Background: an optimization exercise with open tools, aiming at small area and few clock cycles per item. Do not read the settings as production practice.
Only simulation tests tie the RTL to the original design; equivalence was not proved.
Power figures rest on the tool's default switching activity, not on a simulated workload.

File: flow/run.sh
#!/bin/bash
# synth_recipe.tcl (not shown) runs the flow's synth.tcl, then flattens the netlist and writes it again
# the make line also repeats each setting of config.mk as NAME=value (left out here)
make -C /OpenROAD-flow-scripts/flow DESIGN_CONFIG=/design/flow/config.mk WORK_HOME=/design/flow/orfs CLKGATE_MAP_FILE= SYNTH_SCRIPT=/design/flow/synth_recipe.tcl finish
File: flow/config.mk
export PLATFORM = sky130hd
export DESIGN_NAME = positional_list_engine
export DESIGN_NICKNAME = positional_list_engine
export VERILOG_FILES = /design/flow/design.v
export SDC_FILE = /design/flow/constraint.sdc
export NUM_CORES = 4
export LEC_CHECK = 0
export CAP_MARGIN = 20
export CORE_MARGIN = 2
export CORE_UTILIZATION = 55
export CTS_BUF_LIST = sky130_fd_sc_hd__clkbuf_8
export CTS_CLUSTER_SIZE = 30
export SLEW_MARGIN = 20
File: flow/constraint.sdc
create_clock -name core_clock -period 3.8 [get_ports {clk}]
set_input_delay 0.7600 -clock core_clock [delete_from_list [all_inputs] [get_ports {clk}]]
set_output_delay 0.7600 -clock core_clock [all_outputs]
set_load 0.01 [all_outputs]
File: flow/design.v
package ple_pkg;
  localparam int OP_W     = 3;
  localparam int KEY_W    = 32;
  localparam int POS_W    = 8;
  localparam int STATUS_W = 3;
  localparam int FOUND_W  = 4;
  localparam int LEN_W    = 5;
  localparam int IN_DATA_W  = 48;
  localparam int OUT_DATA_W = 16;
  localparam logic [OP_W-1:0] OP_INS_FIRST = 3'd0;
  localparam logic [OP_W-1:0] OP_INS_LAST  = 3'd1;
  localparam logic [OP_W-1:0] OP_INS_AT    = 3'd2;
  localparam logic [OP_W-1:0] OP_DEL_FIRST = 3'd3;
  localparam logic [OP_W-1:0] OP_DEL_LAST  = 3'd4;
  localparam logic [OP_W-1:0] OP_DEL_AT    = 3'd5;
  localparam logic [OP_W-1:0] OP_SEARCH    = 3'd6;
  localparam logic [STATUS_W-1:0] ST_OK       = 3'd0;
  localparam logic [STATUS_W-1:0] ST_BADPOS   = 3'd1;
  localparam logic [STATUS_W-1:0] ST_BEYOND   = 3'd2;
  localparam logic [STATUS_W-1:0] ST_EMPTY    = 3'd3;
  localparam logic [STATUS_W-1:0] ST_FULL     = 3'd4;
  localparam logic [STATUS_W-1:0] ST_NOTFOUND = 3'd5;
endpackage
module ple_cell #(
  parameter int DATA_WIDTH = 32
) (
  input  logic                  clk,
  input  logic                  shift,
  input  logic                  load,
  input  logic [DATA_WIDTH-1:0] key_word,
  input  logic [DATA_WIDTH-1:0] up_data,
  output logic [DATA_WIDTH-1:0] data,
  output logic                  match
);
  logic [DATA_WIDTH-1:0] data_r;
  logic                  hold;
  assign hold = !(shift || load);
  always_ff @(posedge clk) begin
    data_r <= ({DATA_WIDTH{hold}}  & data_r)
            | ({DATA_WIDTH{load}}  & key_word)
            | ({DATA_WIDTH{shift}} & up_data);
  end
  assign match = (data_r == key_word);
  assign data  = data_r;
endmodule
module positional_list_engine #(
  parameter int CAPACITY   = 16,
  parameter int DATA_WIDTH = 32
) (
  input  logic                            clk,
  input  logic                            rst_n,
  input  logic                            in_tvalid,
  output logic                            in_tready,
  input  logic [ple_pkg::IN_DATA_W-1:0]   in_tdata,
  output logic                            out_tvalid,
  input  logic                            out_tready,
  output logic [ple_pkg::OUT_DATA_W-1:0]  out_tdata
);
  logic [2:0]            in_op;
  logic [DATA_WIDTH-1:0] key_word;
  logic [7:0]            in_pos;
  assign in_op    = in_tdata[2:0];
  assign key_word = in_tdata[34:3];
  assign in_pos   = in_tdata[42:35];
  logic out_valid_r;
  logic in_acc;
  assign in_tready = !out_valid_r || out_tready;
  assign in_acc    = in_tvalid && in_tready;
  logic [4:0] count_r;
  logic [3:0] head_r;
  logic       full;
  logic       empty;
  assign full  = count_r[4];
  assign empty = (count_r == 5'd0);
  logic [2:0] dec_status;
  logic       dec_ins;
  logic       dec_del;
  logic       dec_search;
  logic [3:0] ins_idx;    
  logic [3:0] del_idx;    
  always_comb begin
    dec_status = ple_pkg::ST_OK;
    dec_ins    = 1'b0;
    dec_del    = 1'b0;
    dec_search = 1'b0;
    ins_idx    = 4'd0;
    del_idx    = 4'd0;
    case (in_op)
      ple_pkg::OP_INS_FIRST: begin
        if (full) dec_status = ple_pkg::ST_FULL;
        else      dec_ins    = 1'b1;
      end
      ple_pkg::OP_INS_LAST: begin
        ins_idx = count_r[3:0];
        if (full) dec_status = ple_pkg::ST_FULL;
        else      dec_ins    = 1'b1;
      end
      ple_pkg::OP_INS_AT: begin
        ins_idx = in_pos[3:0];
        if (in_pos[7])                    dec_status = ple_pkg::ST_BADPOS;
        else if (in_pos > {3'd0, count_r}) dec_status = ple_pkg::ST_BEYOND;
        else if (full)                    dec_status = ple_pkg::ST_FULL;
        else                              dec_ins    = 1'b1;
      end
      ple_pkg::OP_DEL_FIRST: begin
        if (empty) dec_status = ple_pkg::ST_EMPTY;
        else       dec_del    = 1'b1;
      end
      ple_pkg::OP_DEL_LAST: begin
        del_idx = count_r[3:0] - 4'd1;
        if (empty) dec_status = ple_pkg::ST_EMPTY;
        else       dec_del    = 1'b1;
      end
      ple_pkg::OP_DEL_AT: begin
        del_idx = in_pos[3:0];
        if (in_pos[7])                         dec_status = ple_pkg::ST_BADPOS;
        else if (in_pos == 8'd0 && empty)      dec_status = ple_pkg::ST_EMPTY;
        else if (in_pos >= {3'd0, count_r})    dec_status = ple_pkg::ST_BEYOND;
        else                                   dec_del    = 1'b1;
      end
      ple_pkg::OP_SEARCH: begin
        dec_search = 1'b1;
      end
      default: begin
      end
    endcase
  end
  logic [3:0] head_m1;
  logic [3:0] sh_start;
  logic [3:0] sh_end;
  logic       sh_wrap;
  assign head_m1  = head_r - 4'd1;
  assign sh_start = dec_ins ? head_m1 : head_r + del_idx;
  assign sh_end   = dec_ins ? head_m1 + ins_idx : head_r + count_r[3:0] - 4'd1;
  assign sh_wrap  = sh_end < sh_start;
  logic [CAPACITY-1:0] cell_shift;
  logic [CAPACITY-1:0] cell_load;
  always_comb begin
    for (int a = 0; a < CAPACITY; a++) begin
      logic ge_start;
      logic lt_end;
      ge_start = (4'(a) >= sh_start);
      lt_end   = (4'(a) < sh_end);
      cell_shift[a] = in_acc && (dec_ins || dec_del)
                      && (sh_wrap ? (ge_start || lt_end) : (ge_start && lt_end));
      cell_load[a]  = in_acc && dec_ins && (4'(a) == sh_end);
    end
  end
  logic [DATA_WIDTH-1:0] cell_data [CAPACITY];
  logic [CAPACITY-1:0]   cell_match;
  for (genvar g = 0; g < CAPACITY; g++) begin : g_cell
    ple_cell #(
      .DATA_WIDTH (DATA_WIDTH)
    ) u_cell (
      .clk      (clk),
      .shift    (cell_shift[g]),
      .load     (cell_load[g]),
      .key_word (key_word),
      .up_data  (cell_data[(g + 1) % CAPACITY]),
      .data     (cell_data[g]),
      .match    (cell_match[g])
    );
  end
  logic [4:0] count_nxt;
  always_comb begin
    count_nxt = count_r;
    if (in_acc && dec_ins)      count_nxt = count_r + 5'd1;
    else if (in_acc && dec_del) count_nxt = count_r - 5'd1;
  end
  always_ff @(posedge clk) begin
    if (!rst_n) begin
      count_r <= 5'd0;
      head_r  <= 4'd0;
    end else begin
      count_r <= count_nxt;
      if (in_acc && dec_ins) head_r <= head_m1;
    end
  end
  logic [CAPACITY-1:0] match_hi;
  logic                any_hi;
  logic                any_m;
  logic [3:0]          first_hi;
  logic [3:0]          first_all;
  logic [3:0]          hit_cell;
  logic [3:0]          hit_idx;
  logic                hit;
  always_comb begin
    for (int a = 0; a < CAPACITY; a++) begin
      match_hi[a] = cell_match[a] && (4'(a) >= head_r);
    end
    first_hi  = 4'd0;
    first_all = 4'd0;
    for (int a = CAPACITY - 1; a >= 0; a--) begin
      if (match_hi[a])   first_hi  = 4'(a);
      if (cell_match[a]) first_all = 4'(a);
    end
    any_hi   = |match_hi;
    any_m    = |cell_match;
    hit_cell = any_hi ? first_hi : first_all;
    hit_idx  = hit_cell - head_r;
    hit      = any_m && ({1'b0, hit_idx} < count_r);
  end
  logic [2:0] out_status_r;
  logic [3:0] out_found_r;
  logic [4:0] out_len_r;
  always_ff @(posedge clk) begin
    if (!rst_n) begin
      out_valid_r <= 1'b0;
    end else if (in_tready) begin
      out_valid_r <= in_tvalid;
    end
  end
  always_ff @(posedge clk) begin
    if (in_acc) begin
      if (dec_search) begin
        out_status_r <= hit ? ple_pkg::ST_OK : ple_pkg::ST_NOTFOUND;
        out_found_r  <= hit ? hit_idx : 4'd0;
      end else begin
        out_status_r <= dec_status;
        out_found_r  <= 4'd0;
      end
      out_len_r <= count_nxt;
    end
  end
  assign out_tvalid = out_valid_r;
  assign out_tdata  = {4'd0, out_len_r, out_found_r, out_status_r};
endmodule
==> results of run 1 <==
stage by stage:
step / util, % / area [um2]
global placement: 73.93 / 39700
detailed placement: 73.93 / 39700
CTS: 78.75 / 42290
finish: 79.47 / 42680
floorplan: - / 31140
global route: 79.47 / 42680
cell families after synthesis:
family	count (synthesis)	synth area share, %
AO/OA/AOI/OAI	882	25.08
AND/OR/NAND/NOR	856	15.90
XOR/XNOR	538	15.85
flip-flops	534	36.26
buffers and inverters	361	5.082
adder cells (fa/ha/maj)	40	1.742
multiplexers	2	0.07553
other	1	0.01258
Yosys cell counts (32+ instances only):
master	instances	area share [%]
a21o_1	134	3.4
nor2_1	63	0.79
buf_1	44	0.55
or4b_1	32	1.1
buf_2	47	0.79
dfxtp_1	522	35
and2_1	206	4.3
nand2_1	225	2.8
nand4_1	94	2.0
nor4_1	72	1.5
a21oi_1	35	0.59
nand3_1	53	0.89
clkbuf_1	220	2.8
a22o_1	192	5.6
xor2_1	204	6.0
xnor2_1	333	9.8
o31ai_1	36	0.91
a221o_1	288	9.7
a22oi_1	68	1.7
final cells by class:
class                           instances  area (um2)  share of cell area (%)
Clock inverter                         46       234.0                  0.5482
Multi-Input combinational cell       2326       18670                   43.73
Inverter                               33       123.9                  0.2902
Clock buffer                          113        1555                   3.644
Sequential cell                       534       10820                   25.35
Antenna cell                            1       2.502                0.005863
Timing Repair Buffer                 1182       10410                   24.39
Tap cell                              696       870.8                   2.040
metal layers:
layer	routed length [um]	vias up	part of all wire [%]
met3	14280	578	11
met5	12	-	0.0092
li1	-	13821	-
met1	49100	15350	37
met4	10210	2	7.8
met2	57420	2021	44
worst min-delay path, cell delays in order:
cell,delay [ns]
buf_6,0.12
nand2_1,0.06
nand3_1,0.07
how the worst max path moves through the flow:
stage | to | slack (ns) | cells after the start
after floorplan | g_cell[12].u_cell.data_r[10] | -0.79 | 17
after global placement | out_found_r[3] | -2.07 | 24
after detailed placement | out_found_r[3] | -2.06 | 24
after CTS | out_found_r[3] | -0.78 | 22
after global routing | out_found_r[3] | -0.95 | 24
final | out_found_r[3] | -0.78 | 24
power breakdown:
part	internal, mW	switching [mW]	total (mW)
Combinational	8.19	7.49	15.7
Sequential	7.87	1.59	9.47
Clock	2.74	2.51	5.25
timing repair:
action                     CTS  global route
setup endpoints to repair  518           518
buffers inserted            23             5
pin swaps                   42            61
gates cloned                 7             2
gates resized for setup    112            67
flip-flops by register name (all words and copies together), names as in the netlist:
register	count
count_r	5
g_cell.u_cell.data_r	512
head_r	4
out_found_r	4
out_len_r	5
out_status_r	3
out_valid_r	1
==> reports/qor.yml, run 1 <==
status:
  status: "complete, but fails checks"
  so_faults: "setup timing"
global_routing:
  grt_pass1_vias: 31256
  use_met1_pct: 56.50
  overflow: 0
  met3_usage_pct: 9.944
  grt_max_degree: 49
  grt_most_used_layer: "met2"
  antenna_found_initial: 2
  grt_pass1_wl_um: 192800
  grtUsageMet2_pct: 70.76
  grt_usage_pct: 45.25
worst_setup_path:
  start_kind: "input pin"
  arrival_ns: 5.14
  rrSetupSlack_ns: -0.73
  crit_family: "simple AND/OR/NAND/NOR gates"
  crit_chain: "buf_2 > buf_12 > buf_12 > xnor2_1 > nand4_1 > nor4_2 > nand2_2 > buf_4 > a21oi_1 > a221oi_2 > o21ai_0 > o2111ai_1 > a32oi_2 > ha_2 > fa_1 > inv_1 > ha_1 > a21boi_1 > o21ai_1 > nand2b_1 > a21oi_2 > o22ai_2 > or3_4 > nor3b_2"
  critPathKind: "input pin to flip-flop"
  cp_slowest_stage_delay_ns: 0.44
  worst_setup_path_end_kind: "flip-flop"
  crit_buf_inv: 5
  worstReg2RegStart: "g_cell[14].u_cell.data_r[30]"
  crit_required_ns: 4.36
  cpMostUsedCell: "buf_12"
  slowest_stage: "fa_1"
  worst_r2r_endpoint: "out_found_r[3]"
  r2r_cells: 21
  startpoint: "in_tdata[6]"
  cp_max_fo: 7
timing:
  fin_ws_ns: -0.7754
  rsz0062_at_grt: "true"
  hold_ws_ns: 0.3218
  finalHoldViolCount: 0
  setup_violations: 518
  fin_crit_sh_pct: 120.4
  layout_min_cycle_time_ns: 4.575
  worst_pin_slew_ns: 0.5542
  finalMaxSlewViolations: 0
  fin_tns_setup_ns: -187.13
  fin_skew_ns: 0.03213
  fmax_ghz: 0.2186
  slew_headroom_pct: 62.47
cells_and_area:
  layoutNonFillerInstCount: 4931
  area.growth.synth_to_final_pct: 43.15
  final_common_cell: "buf_4"
  nets: 4256
  nFillCells: 3569
  drive_gt1_share_pct: 35.05
  most-common-layout-cells: "buf_4 (1,020), dfxtp_1 (514), xnor2_1 (311)"
floorplan:
  rows: 85
  die_w_um: 236.8
  die_h_um: 236.8
  start_util_pct: 55.51
  core_mm2: 0.05371
  ios: 70
  die_area_mm2: 0.05609
clock_tree:
  cts_tree: "done"
  cts_buffers: 92
  cts.htree.levels: 3
  cts_root_buf: "clkbuf_8"
  clk_latency_ns: 0.72
  clk_pin_slew_ns: 0.06
  cts.sinks: 534
  holdBufCountCts: 0
  cts_buffer_depth: 3
placed_design:
  dp_slack_ns: -2.056
  dp.cells: 4737
  numPortBuffers: 60
  hpwl_um: 95060
  gp_congestion: 0.9966
synth:
  syn_area_mm2: 0.02981
  ys.flop_type: "dfxtp_1"
  ys_ff_latch: 534
  synth_edf_count: 12
  synth.distinct_cells: 92
  syn_area_per_cell_um2: 9.277
  yosys_warnings: 3
  synth-async-reset-ratio_pct: 0
  syn_inst: 3214
  synth_seq_area_share_pct: 36.26
power_and_ir_drop:
  power_density_mw_per_mm2: 712.2
  cellLeakagePower_nw: 19.57
  report.power.total_mw: 30.40
  ir_worst_vdd_mv: 0.4933
run:
  max-cap-violations: 0
route:
  drtPass1Iterations: 8
  wl_um: 131000
  wire_per_inst_um: 26.57
  viasPerCell: 6.443
  drt_iter0_drc: 3738
  route.detailed.drc: 0
  drtAntennaViolNets: 0
  vias: 31772
hold_path:
  whs_path_depth: 3
  min-delay-path-class: "input pin to flip-flop"
  hold_end: "g_cell[2].u_cell.data_r[29]"
  min-delay-start: "in_tdata[32]"
Testbench counts, summed over its fixed seeds: cycles 12,008, items 12,000.
==> inputs of run 2 (changes only) <==
--- a/flow/config.mk
+++ b/flow/config.mk
@@ -7,7 +7,5 @@
 export LEC_CHECK = 0
 export CAP_MARGIN = 20
 export CORE_MARGIN = 2
-export CORE_UTILIZATION = 55
-export CTS_BUF_LIST = sky130_fd_sc_hd__clkbuf_8
-export CTS_CLUSTER_SIZE = 30
+export CORE_UTILIZATION = 40
 export SLEW_MARGIN = 20
==> reports/qor.yml, run 2 <==
synth:
  synth.distinct_cells: 92  # unchanged
  synth_seq_area_share_pct: 36.26  # unchanged
  synth_edf_count: 12  # unchanged
  syn_area_mm2: 0.02981  # unchanged
  ys_ff_latch: 534  # unchanged
  syn_inst: 3214  # unchanged
  synth_top_cell_by_area: "dfxtp_1"  # unchanged
  yosysMostFrequentCell: "dfxtp_1"  # unchanged
  yosys_warnings: 3  # unchanged
  synthTopCellsByArea: "dfxtp_1 (35%), xnor2_1 (9.8%), a221o_1 (9.7%), xor2_1 (6.0%), a22o_1 (5.6%)"  # unchanged
  ys.flop_type: "dfxtp_1"  # unchanged
  synth-async-reset-ratio_pct: 0  # unchanged
  syn_area_per_cell_um2: 9.277  # unchanged
  synth_top_cell_area_share_pct: 35.05  # unchanged
  synth_commonest_cells: "dfxtp_1 (522), xnor2_1 (333), a221o_1 (288)"  # unchanged
cells_and_area:
  nets: 4307  # was 4,256
  utilization_pct: 61.54  # was 79.47%
  multi_input_area_mm2: 0.01963  # was 0.01867 mm2
  nFillCells: 6139  # was 3,569
  area.growth.synth_to_final_pct: 52.90  # was 43.15%
  reg.largest.list: "g_cell.u_cell.data_r: 512 flops, count_r: 5 flops, out_len_r: 5 flops"  # unchanged
  regMostFlops: "g_cell.u_cell.data_r"  # unchanged
  drive_gt1_share_pct: 39.16  # was 35.05%
  largest_register_ff_count: 512  # unchanged
  most-common-layout-cells: "buf_4 (1,000), dfxtp_1 (517), a221o_1 (288)"  # was buf_4 (1,020), dfxtp_1 (514), xnor2_1 (311)
  final_area_mm2: 0.04559  # was 0.04268 mm2
  regArea_mm2: 0.01082  # about the same
  layoutNonFillerInstCount: 5237  # was 4,931
  final_common_cell: "buf_4"  # unchanged
placed_design:
  numPortBuffers: 60  # unchanged
  dp_slack_ns: -1.998  # was -2.056 ns
  place_area_mm2: 0.03991  # was 0.03970 mm2
  dp.cells: 4999  # was 4,737
  gp_congestion: 0.9613  # was 0.9966
  hpwl_um: 98710  # was 95,060 um
worst_setup_path:
  cp_max_fo: 5  # was 7
  crit_required_ns: 4.30  # was 4.36 ns
  crit_chain: "buf_6 > buf_6 > buf_6 > xor2_2 > nor4_2 > nand4_1 > nor2_4 > buf_12 > nand2_2 > a21oi_4 > nor3_4 > and4_4 > a32oi_2 > ha_2 > fa_1 > inv_1 > ha_1 > a21boi_2 > o21ai_1 > nand2b_1 > a21oi_2 > o22ai_2 > or3_4 > nor3b_2"  # was buf_2 > buf_12 > buf_12 > xnor2_1 > nand4_1 > nor4_2 > nand2_2 > buf_4 > a21oi_1 > a221oi_2 > o21ai_0 > o2111ai_1 > a32oi_2 > ha_2 > fa_1 > inv_1 > ha_1 > a21boi_1 > o21ai_1 > nand2b_1 > a21oi_2 > o22ai_2 > or3_4 > nor3b_2
  critPathKind: "input pin to flip-flop"  # unchanged
  crit_family: "simple AND/OR/NAND/NOR gates"  # unchanged
  rrSetupSlack_ns: -0.73  # about the same
  slowest_stage: "fa_1"  # unchanged
  start_kind: "input pin"  # unchanged
  crit_buf_inv: 5  # unchanged
  cpMostUsedCell: "buf_6"  # was buf_12
  cp_slowest_stage_delay_ns: 0.43  # was 0.44 ns
  worst_setup_path_end_kind: "flip-flop"  # unchanged
  arrival_ns: 5.10  # was 5.14 ns
floorplan:
  start_util_pct: 40.25  # was 55.51%
  core_mm2: 0.07407  # was 0.05371 mm2
  die_area_mm2: 0.07674  # was 0.05609 mm2
  ios: 70  # unchanged
  die_h_um: 277.0  # was 236.8 um
  rows: 100  # was 85
  die_w_um: 277.0  # was 236.8 um
global_routing:
  grt_pass1_wl_um: 198900  # was 192,800 um
  antenna_found_initial: 1  # was 2
  overflow: 0  # unchanged
  grt_pass1_vias: 30628  # was 31.26k
  grt_usage_pct: 34.02  # was 45.25%
  grt_max_degree: 65  # was 49
power_and_ir_drop:
  ir_worst_vdd_mv: 0.5088  # was 0.4933 mV
  power_density_mw_per_mm2: 723.8  # was 712.2 mW/mm2
  report.power.total_mw: 33.00  # was 30.40 mW
  cellLeakagePower_nw: 20.40  # was 19.57 nW
timing:
  layout_min_cycle_time_ns: 4.596  # was 4.575 ns
  hold_ws_ns: 0.4529  # was 0.3218 ns
  slew_headroom_pct: 40.48  # was 62.47%
  fin_skew_ns: 0.02124  # was 0.03213 ns
  fin_ws_ns: -0.7964  # was -0.7754 ns
  finalMaxSlewViolations: 0  # unchanged
  rsz0062_at_grt: "true"  # unchanged
  fmax_ghz: 0.2176  # was 0.2186 GHz
  finalHoldViolCount: 0  # unchanged
  fin_tns_setup_ns: -179.65  # was -187.13 ns
  fin_crit_sh_pct: 121.0  # was 120.4%
  setup_violations: 518  # unchanged
  worst_pin_slew_ns: 0.8887  # was 0.5542 ns
route:
  route.detailed.drc: 0  # unchanged
  wl_um: 140800  # was 131,000 um
  wire_per_inst_um: 26.89  # was 26.57 um
  viasPerCell: 6.023  # was 6.443
  drtAntennaViolNets: 0  # unchanged
  drtPass1Iterations: 9  # was 8
  drt_iter0_drc: 3417  # was 3,738
  vias: 31545  # was 31.77k
hold_path:
  min-delay-path-class: "input pin to flip-flop"  # unchanged
clock_tree:
  cts_buffer_depth: 3  # unchanged
  cts_tree: "done"  # unchanged
  cts_buffers: 61  # was 92
  cts_root_buf: "clkbuf_16"  # was clkbuf_8
  cts.htree.levels: 2  # was 3
  clk_latency_ns: 0.65  # was 0.72 ns
  clk_pin_slew_ns: 0.07  # was 0.06 ns
  cts.sinks: 534  # unchanged
  holdBufCountCts: 0  # unchanged
status:
  so_faults: "setup timing"  # unchanged
  status: "complete, but fails checks"  # unchanged
run:
  max-cap-violations: 0  # unchanged
-- run 2: cell types whose count changed in the layout (fill, tap and decap cells not counted), moves of 12 or more --
cell       delta
clkbuf_8    -101
clkbuf_16    +74
buf_6        +61
inv_1        -39
xnor2_1      -26
xnor2_2      +21
buf_4        -20
nor4_2       +18
nor4_1       -16
buf_12       +15
o31ai_1      -14
xor2_1       -12
-- run 2: final cells by class --
cell class | count | share of cell area (%)
clock inverters | 26 | 0.6313
multi-input cells | 2329 | 43.06
flip-flops and latches | 534 | 23.73
diodes | 1 | 0.005489
inverters | 33 | 0.2772
repair buffers | 1261 | 25.84
well taps | 969 | 2.660
clock buffers | 84 | 3.801
-- run 2: final timing paths --
| path | endpoint | startpoint | depth (start not counted) |
|---|---|---|---|
| max | out_found_r[3] | in_tdata[9] | 24 |
| min | g_cell[2].u_cell.data_r[28] | in_tdata[31] | 3 |
| max reg2reg | out_found_r[3] | g_cell[10].u_cell.data_r[6] | 22 |
| min reg2reg | g_cell[7].u_cell.data_r[16] | g_cell[7].u_cell.data_r[16] | 2 |
-- run 2: logic make-up after synthesis --
| family | count (synthesis) | synth area share (%) |
|---|---|---|
| flip-flops | 534 | 36.26 |
| AND/OR/NAND/NOR | 856 | 15.90 |
| multiplexers | 2 | 0.07553 |
| AO/OA/AOI/OAI | 882 | 25.08 |
| other | 1 | 0.01258 |
| XOR/XNOR | 538 | 15.85 |
| buffers and inverters | 361 | 5.082 |
| adder cells (fa/ha/maj) | 40 | 1.742 |
-- run 2: report_power, final --
| part | leakage, nW | switching [mW] | total, mW | internal [mW] |
|---|---|---|---|---|
| clock network | 1.00 | 2.60 | 6.12 | 3.52 |
| registers | 4.43 | 1.65 | 9.52 | 7.87 |
| logic | 15.0 | 8.06 | 17.4 | 9.30 |
| total | 20.4 | 12.3 | 33.0 | 20.7 |
-- run 2: routing by layer --
metal / GRT usage [%] / routed length (um) / vias up
li1: - / - / 13918
met1: 45.34 / 56900 / 15593
met2: 53.23 / 62590 / 1632
met3: 5.551 / 12270 / 402
met4: 17.14 / 9084 / 0
met5: 0 / 0 / -
-- run 2: repair_timing --
action / in CTS / in global routing
resized for setup: 242 / 215
pin swaps: 132 / 149
endpoints found under the setup margin: 518 / 518
setup buffers: 47 / 59
cloned: 14 / 24
-- run 2: tightest hold or removal path, delay by kind of cell --
kind                   cells  cell delay, ns
and+or+nand+nor            2            0.13
buffers and inverters      1            0.15

-- afterwards: timing with drivers on the ports --
The flow's constraints put no driver on any port. The routed layouts listed below were extracted and timed again, unchanged, in two steps.
Step 1 (the two cells are an assumption about what drives the block):
set clk [get_ports {clk}]
set_driving_cell -lib_cell sky130_fd_sc_hd__clkbuf_16 $clk
set_driving_cell -lib_cell sky130_fd_sc_hd__buf_2 [delete_from_list [all_inputs] $clk]
Step 2 moves the port delays by t, midway between the first and last clock arrival at a register: inputs arrive t later, outputs are due t later. That takes back most of the time a late clock gives input paths.
Slacks: ideal / step 1 / step 2; pairs: ideal / step 1.
run	shift t [ns]	setup WS [ns]	hold slack, ns
run 1	0.762	-0.775 / -0.736 / -1.499	0.322 / 0.306 / 0.491
run 2	0.704	-0.796 / -0.771 / -1.475	0.453 / 0.422 / 0.522
For run 1, which loses most, drivers alone change the setup slack by +0.039 ns; drivers and shift together by -0.724 ns.
